Source: an optimization exercise on an open RTL-to-GDS flow (aim: small area and a short achievable clock period). Production flows keep margins and buffers that such runs may drop. Where RTL was checked, it was by simulation tests only, not by an equivalence proof against the original. No activity file was given, so power comes from the tool's default toggle rates.

==> flow/design.v (excerpt) <==
module ctrl_unit (
    input  logic               clk,
    input  logic               rst,
    input  logic [31:0]        pc,
    input  logic [31:0]        inst,
    input  logic [31:0]        imm,
    input  logic               alu_done,
    input  logic               mem_done,
    input  logic               jump_done,
    input  logic               is_jump,
    output logic               is_en,
    output logic [2:0]         imm_sel,
    output logic               alu_en,
    output logic               mem_en,
    output logic               jump_en,
    output logic [31:0]        pc_ctrl,
    output logic [31:0]        imm_ctrl,
    output logic [5-1:0] rs1_ctrl,
    output logic [5-1:0] rs2_ctrl,
    output logic [4:0]         jump_op,
    output logic [3:0]         alu_op,
    output logic               alu_use_pc,
    output logic               alu_use_imm,
    output logic               mem_we,
    output logic [2:0]         mem_bhw,
    output logic [2:0]         write_sel,
    output logic               reg_write,
    output logic [5-1:0] rd_ctrl
);
    logic [1:0]         dec_fu;
    logic [4:0]         dec_op;
    logic [4:0]         dec_dst, dec_src1, dec_src2;
    inst_decoder u_dec (
        .inst(inst), .fu(dec_fu), .op(dec_op), .dst(dec_dst),
        .src1(dec_src1), .src2(dec_src2), .imm_sel(imm_sel)
    );
    logic       b_a, b_m, b_j;       
    logic       d_a, d_m, d_j;       
    logic       p_a, p_m, p_j;       
    logic [4:0] dst_a, dst_m, dst_j;
    logic [1:0] t_a1, t_a2;          
    logic [1:0] t_m1, t_m2;          
    logic [1:0] t_j1, t_j2;          
    logic [1:0] w_am, w_ma, w_ja, w_jm;
    logic       jp;                  
    logic       stall, flush;
    logic       en_a, en_m, en_j, use0, use1;
    logic       el_a, el_m, el_j;
    logic [31:0] pc0, imm0, pc1, imm1;
    logic [4:0]  s1_0, s2_0, s1_1, s2_1;
    logic [4:0]  op0;
    logic [3:0]  op1;                
    assign jump_en = en_j;
    assign alu_en  = en_a;
    assign mem_en  = en_m;
    assign pc_ctrl  = ({32{use0}} & pc0)  | ({32{use1}} & pc1);
    assign imm_ctrl = ({32{use0}} & imm0) | ({32{use1}} & imm1);
  ...
Settings: LEC_CHECK=0, CAP_MARGIN=20, CORE_MARGIN=2, CORE_UTILIZATION=65, CTS_CLUSTER_DIAMETER=200, CTS_CLUSTER_SIZE=25, SETUP_SLACK_MARGIN=2.1, SLEW_MARGIN=20; clock period 5.0 ns.
standard.sh (not shown) runs the stock make flow with config.mk's settings and CLKGATE_MAP_FILE= SYNTH_SCRIPT=/design/flow/synth_recipe.tcl, a recipe that flattens the netlist after the stock synthesis.
==> flow/flow/run.sh <==
#!/bin/bash
# Standard layout (standard.sh, all steps) with two changes:
# * plain buf_1 cells as the port buffers (the default pick is a slow delay buffer);
# * the platform's don't-use list extended with slow wide OR / AOI-style cells,
#   so that mapping and repair build the decode logic from faster gates.
# Registers come out of the standard synthesis unchanged.
set -euo pipefail
export BUFFER_PORTS_ARGS="-buffer_cell sky130_fd_sc_hd__buf_1"
PLATFORM_DONT_USE="sky130_fd_sc_hd__probe_p_8 sky130_fd_sc_hd__probec_p_8 sky130_fd_sc_hd__lpflow_bleeder_1 sky130_fd_sc_hd__lpflow_clkbufkapwr_1 sky130_fd_sc_hd__lpflow_clkbufkapwr_16 sky130_fd_sc_hd__lpflow_clkbufkapwr_2 sky130_fd_sc_hd__lpflow_clkbufkapwr_4 sky130_fd_sc_hd__lpflow_clkbufkapwr_8 sky130_fd_sc_hd__lpflow_clkinvkapwr_1 sky130_fd_sc_hd__lpflow_clkinvkapwr_16 sky130_fd_sc_hd__lpflow_clkinvkapwr_2 sky130_fd_sc_hd__lpflow_clkinvkapwr_4 sky130_fd_sc_hd__lpflow_clkinvkapwr_8 sky130_fd_sc_hd__lpflow_decapkapwr_12 sky130_fd_sc_hd__lpflow_decapkapwr_3 sky130_fd_sc_hd__lpflow_decapkapwr_4 sky130_fd_sc_hd__lpflow_decapkapwr_6 sky130_fd_sc_hd__lpflow_decapkapwr_8 sky130_fd_sc_hd__lpflow_inputiso0n_1 sky130_fd_sc_hd__lpflow_inputiso0p_1 sky130_fd_sc_hd__lpflow_inputiso1n_1 sky130_fd_sc_hd__lpflow_inputiso1p_1 sky130_fd_sc_hd__lpflow_inputisolatch_1 sky130_fd_sc_hd__lpflow_isobufsrc_1 sky130_fd_sc_hd__lpflow_isobufsrc_16 sky130_fd_sc_hd__lpflow_isobufsrc_2 sky130_fd_sc_hd__lpflow_isobufsrc_4 sky130_fd_sc_hd__lpflow_isobufsrc_8 sky130_fd_sc_hd__lpflow_isobufsrckapwr_16 sky130_fd_sc_hd__lpflow_lsbuf_lh_hl_isowell_tap_1 sky130_fd_sc_hd__lpflow_lsbuf_lh_hl_isowell_tap_2 sky130_fd_sc_hd__lpflow_lsbuf_lh_hl_isowell_tap_4 sky130_fd_sc_hd__lpflow_lsbuf_lh_isowell_4 sky130_fd_sc_hd__lpflow_lsbuf_lh_isowell_tap_1 sky130_fd_sc_hd__lpflow_lsbuf_lh_isowell_tap_2 sky130_fd_sc_hd__lpflow_lsbuf_lh_isowell_tap_4"
P=sky130_fd_sc_hd__
SLOW="${P}or3_* ${P}or3b_* ${P}or4_* ${P}or4b_* ${P}or4bb_* ${P}a2111o_* ${P}o41a_* ${P}a311o_* ${P}o311a_* ${P}o2111a_* ${P}a41o_* ${P}nor4_* ${P}nor4b_* ${P}nor4bb_* ${P}a2111oi_* ${P}o41ai_* ${P}and4bb_* ${P}and4b_*"
bash standard.sh "BUFFER_PORTS_ARGS=$BUFFER_PORTS_ARGS" "DONT_USE_CELLS=$PLATFORM_DONT_USE $SLOW" finish > standard_flow.log 2>&1
The starting point ran to the end with no violations.
Next try:
ABC_AREA = 1   (was unset)
SETUP_SLACK_MARGIN = 1.9   (was 2.1)
Global-route usage rises by 1.8 points.
Power rises by 4.4%.
Hold slack loses 0.0079 ns.
Critical path depth came out higher by 2.
Design area rises by 1.8%.
Routed wire length increases by 7.1%.
Area after synthesis rises by about 3%.
First-iteration DRC count went up by 3.4%.

========
ctrl_unit, a different RTL version from the one above (not shown whole).
Size in the first run: roughly 690 cells after synthesis, ~200 flip-flops.
export LEC_CHECK = 0
export CAP_MARGIN = 20
export CORE_MARGIN = 2
export CORE_UTILIZATION = 40
export SLEW_MARGIN = 20
create_clock -name core_clock -period 5.0 [get_ports {clk}]
==> flow/flow/run.sh <==
#!/bin/bash
# Standard layout, with plain buf_1 cells as the port buffers (the default pick is a slow delay buffer).
set -euo pipefail
export BUFFER_PORTS_ARGS="-buffer_cell sky130_fd_sc_hd__buf_1"
bash standard.sh "BUFFER_PORTS_ARGS=$BUFFER_PORTS_ARGS" finish > standard_flow.log 2>&1
Then changed:
SETUP_SLACK_MARGIN = 1.0   (was unset)
After rerunning: The changed run went through all stages and came out clean; via count rises slightly; design area rises by a few percent; sequential power stays flat; hold slack improved by 0.0033 ns; combinational power rises by a few percent; global-route usage hardly moves.
No run of this note included a check of the RTL's function; only the layout flow was run.

========
RTL: one of the versions met above, not the one the previous note started from.
Size in the first run: roughly 720 cells after synthesis, ~210 I/O pins, roughly 9400 µm² of cells after synthesis.
export LEC_CHECK = 0
export CAP_MARGIN = 20
export CORE_MARGIN = 2
export CORE_UTILIZATION = 65
export CTS_CLUSTER_DIAMETER = 200
export CTS_CLUSTER_SIZE = 25
export SETUP_SLACK_MARGIN = 2.3
export SLEW_MARGIN = 20
create_clock -name core_clock -period 5.0 [get_ports {clk}]
==> flow/flow/run.sh <==
#!/bin/bash
# Standard layout (standard.sh, all steps) with two changes:
# * plain buf_1 cells as the port buffers (the default pick is a slow delay buffer);
# * the platform's don't-use list extended with slow wide OR / AOI-style cells,
#   so that mapping and repair build the decode logic from faster gates.
# Registers come out of the standard synthesis unchanged.
set -euo pipefail
export BUFFER_PORTS_ARGS="-buffer_cell sky130_fd_sc_hd__buf_1"
PLATFORM_DONT_USE="sky130_fd_sc_hd__probe_p_8 sky130_fd_sc_hd__probec_p_8 sky130_fd_sc_hd__lpflow_bleeder_1 sky130_fd_sc_hd__lpflow_clkbufkapwr_1 sky130_fd_sc_hd__lpflow_clkbufkapwr_16 sky130_fd_sc_hd__lpflow_clkbufkapwr_2 sky130_fd_sc_hd__lpflow_clkbufkapwr_4 sky130_fd_sc_hd__lpflow_clkbufkapwr_8 sky130_fd_sc_hd__lpflow_clkinvkapwr_1 sky130_fd_sc_hd__lpflow_clkinvkapwr_16 sky130_fd_sc_hd__lpflow_clkinvkapwr_2 sky130_fd_sc_hd__lpflow_clkinvkapwr_4 sky130_fd_sc_hd__lpflow_clkinvkapwr_8 sky130_fd_sc_hd__lpflow_decapkapwr_12 sky130_fd_sc_hd__lpflow_decapkapwr_3 sky130_fd_sc_hd__lpflow_decapkapwr_4 sky130_fd_sc_hd__lpflow_decapkapwr_6 sky130_fd_sc_hd__lpflow_decapkapwr_8 sky130_fd_sc_hd__lpflow_inputiso0n_1 sky130_fd_sc_hd__lpflow_inputiso0p_1 sky130_fd_sc_hd__lpflow_inputiso1n_1 sky130_fd_sc_hd__lpflow_inputiso1p_1 sky130_fd_sc_hd__lpflow_inputisolatch_1 sky130_fd_sc_hd__lpflow_isobufsrc_1 sky130_fd_sc_hd__lpflow_isobufsrc_16 sky130_fd_sc_hd__lpflow_isobufsrc_2 sky130_fd_sc_hd__lpflow_isobufsrc_4 sky130_fd_sc_hd__lpflow_isobufsrc_8 sky130_fd_sc_hd__lpflow_isobufsrckapwr_16 sky130_fd_sc_hd__lpflow_lsbuf_lh_hl_isowell_tap_1 sky130_fd_sc_hd__lpflow_lsbuf_lh_hl_isowell_tap_2 sky130_fd_sc_hd__lpflow_lsbuf_lh_hl_isowell_tap_4 sky130_fd_sc_hd__lpflow_lsbuf_lh_isowell_4 sky130_fd_sc_hd__lpflow_lsbuf_lh_isowell_tap_1 sky130_fd_sc_hd__lpflow_lsbuf_lh_isowell_tap_2 sky130_fd_sc_hd__lpflow_lsbuf_lh_isowell_tap_4"
P=sky130_fd_sc_hd__
SLOW="${P}or3_* ${P}or3b_* ${P}or4_* ${P}or4b_* ${P}or4bb_* ${P}a2111o_* ${P}o41a_* ${P}a311o_* ${P}o311a_* ${P}o2111a_* ${P}a41o_* ${P}nor4_* ${P}nor4b_* ${P}nor4bb_* ${P}a2111oi_* ${P}o41ai_* ${P}and4bb_* ${P}and4b_*"
bash standard.sh "BUFFER_PORTS_ARGS=$BUFFER_PORTS_ARGS" "DONT_USE_CELLS=$PLATFORM_DONT_USE $SLOW" finish > standard_flow.log 2>&1
Change:
CORE_UTILIZATION = 78   (was 65)
SETUP_SLACK_MARGIN = 1.7   (was 2.3)
After rerunning: Global-route usage came out higher by 10 points; final cell count is lower by 5.7%; power rises by 0.62%; combinational power drops by about 5%; design area falls by 4.3%; critical path depth stays the same; die area shrinks by 16%; setup slack gets worse by 22 ps.
Change:
--- a/flow/flow/run.sh
+++ b/flow/flow/run.sh
@@ -3,4 +3,5 @@
 # * plain buf_1 cells as the port buffers (the default pick is a slow delay buffer);
-# * the platform's don't-use list extended with slow wide OR / AOI-style cells,
-#   so that mapping and repair build the decode logic from faster gates.
+# * the platform's don't-use list extended with slow cells that stack three or
+#   more transistors in series (wide OR/NOR, AOI/OAI with 3-input groups), so
+#   that mapping and repair build the decode logic from faster gates.
 # Registers come out of the standard synthesis unchanged.
@@ -10,3 +11,3 @@
 P=sky130_fd_sc_hd__
-SLOW="${P}or3_* ${P}or3b_* ${P}or4_* ${P}or4b_* ${P}or4bb_* ${P}a2111o_* ${P}o41a_* ${P}a311o_* ${P}o311a_* ${P}o2111a_* ${P}a41o_* ${P}nor4_* ${P}nor4b_* ${P}nor4bb_* ${P}a2111oi_* ${P}o41ai_* ${P}and4bb_* ${P}and4b_*"
+SLOW="${P}or3_* ${P}or3b_* ${P}or4_* ${P}or4b_* ${P}or4bb_* ${P}a2111o_* ${P}o41a_* ${P}a311o_* ${P}o311a_* ${P}o2111a_* ${P}a41o_* ${P}nor4_* ${P}nor4b_* ${P}nor4bb_* ${P}a2111oi_* ${P}o41ai_* ${P}and4bb_* ${P}and4b_* ${P}a221oi_* ${P}a222oi_* ${P}a221o_* ${P}o221ai_* ${P}o221a_* ${P}o2111ai_* ${P}a311oi_* ${P}o311ai_* ${P}a41oi_* ${P}nor3_* ${P}nor3b_* ${P}o32ai_* ${P}o32a_* ${P}a32oi_* ${P}a32o_*"
 bash standard.sh "BUFFER_PORTS_ARGS=$BUFFER_PORTS_ARGS" "DONT_USE_CELLS=$PLATFORM_DONT_USE $SLOW" finish > standard_flow.log 2>&1
CORE_UTILIZATION = 65   (was 78)
The changed run finished with timing, DRC and antenna clean.
Global-route usage goes down by 13 points.
Clock skew decreases by 7.5 ps.
Non-clock buffer count stays the same.
Worst setup slack is worse by 68 ps.
Cell area went up by 0.86%.
Total power shrinks by 3.3%.
Change:
--- a/flow/flow/run.sh
+++ b/flow/flow/run.sh
@@ -3,5 +3,4 @@
 # * plain buf_1 cells as the port buffers (the default pick is a slow delay buffer);
-# * the platform's don't-use list extended with slow cells that stack three or
-#   more transistors in series (wide OR/NOR, AOI/OAI with 3-input groups), so
-#   that mapping and repair build the decode logic from faster gates.
+# * the platform's don't-use list extended with slow wide OR / AOI-style cells,
+#   so that mapping and repair build the decode logic from faster gates.
 # Registers come out of the standard synthesis unchanged.
@@ -11,3 +10,3 @@
 P=sky130_fd_sc_hd__
-SLOW="${P}or3_* ${P}or3b_* ${P}or4_* ${P}or4b_* ${P}or4bb_* ${P}a2111o_* ${P}o41a_* ${P}a311o_* ${P}o311a_* ${P}o2111a_* ${P}a41o_* ${P}nor4_* ${P}nor4b_* ${P}nor4bb_* ${P}a2111oi_* ${P}o41ai_* ${P}and4bb_* ${P}and4b_* ${P}a221oi_* ${P}a222oi_* ${P}a221o_* ${P}o221ai_* ${P}o221a_* ${P}o2111ai_* ${P}a311oi_* ${P}o311ai_* ${P}a41oi_* ${P}nor3_* ${P}nor3b_* ${P}o32ai_* ${P}o32a_* ${P}a32oi_* ${P}a32o_*"
+SLOW="${P}or3_* ${P}or3b_* ${P}or4_* ${P}or4b_* ${P}or4bb_* ${P}a2111o_* ${P}o41a_* ${P}a311o_* ${P}o311a_* ${P}o2111a_* ${P}a41o_* ${P}nor4_* ${P}nor4b_* ${P}nor4bb_* ${P}a2111oi_* ${P}o41ai_* ${P}and4bb_* ${P}and4b_*"
 bash standard.sh "BUFFER_PORTS_ARGS=$BUFFER_PORTS_ARGS" "DONT_USE_CELLS=$PLATFORM_DONT_USE $SLOW" finish > standard_flow.log 2>&1
CTS_BUF_LIST = sky130_fd_sc_hd__clkbuf_8   (was default)
CTS_CLUSTER_SIZE = 14   (was 25)
SETUP_SLACK_MARGIN = 1.9   (was 1.7)
Result: The changed run finished with timing, DRC and antenna clean; synthesized cell count came out lower by 2.9%; design area is about the same; die area is about the same; first-iteration DRC count climbs by 3.7%; synthesized area barely changes; hold slack gets better by 34 ps; clock-buffer cell count is unchanged; clock skew came out higher by 6.2 ps; clock power shrinks by about 10%; final cell count drops by 0.45%; setup slack improved by 110 ps.

[re-timing with driven ports]
No port has a modelled driver above. Below, the same layouts with a new extraction and two added sets of constraints. Step 1: set_driving_cell puts a clkbuf_16 on clk and a buf_2 on each other input, an assumption about the parent block. Step 2 times the ports against the registers' clock, not the clock port: input delays grow and output delays shrink by t, the midpoint of the rising clock arrivals with the driver on. a / b / c = no drivers / after step 1 / after step 2; a / b = the first two.
run	t, ns	slack for setup (ns)	worst register clock-pin slew, ns
the first run of note 1	0.508	1.769 / 1.734 / 1.681	0.10 / 0.10
the second run of note 1	0.493	1.772 / 1.734 / 1.441	0.11 / 0.11
the first run of note 2	0.551	0.562 / 0.541 / 0.541	0.06 / 0.06
the second run of note 2	0.550	1.120 / 1.079 / 1.138	0.06 / 0.06
the first run of note 3	0.516	1.751 / 1.713 / 1.637	0.10 / 0.10
the second run of note 3	0.520	1.729 / 1.689 / 1.389	0.11 / 0.11
the third run of note 3	0.493	1.660 / 1.628 / 1.405	0.10 / 0.10
the fourth run of note 3	0.540	1.770 / 1.725 / 1.497	0.09 / 0.09
After both steps setup and hold are still met in every run listed. The setup slack of the second run of note 3, which loses most, moves by -0.040 ns with the drivers and by -0.340 ns with both steps.
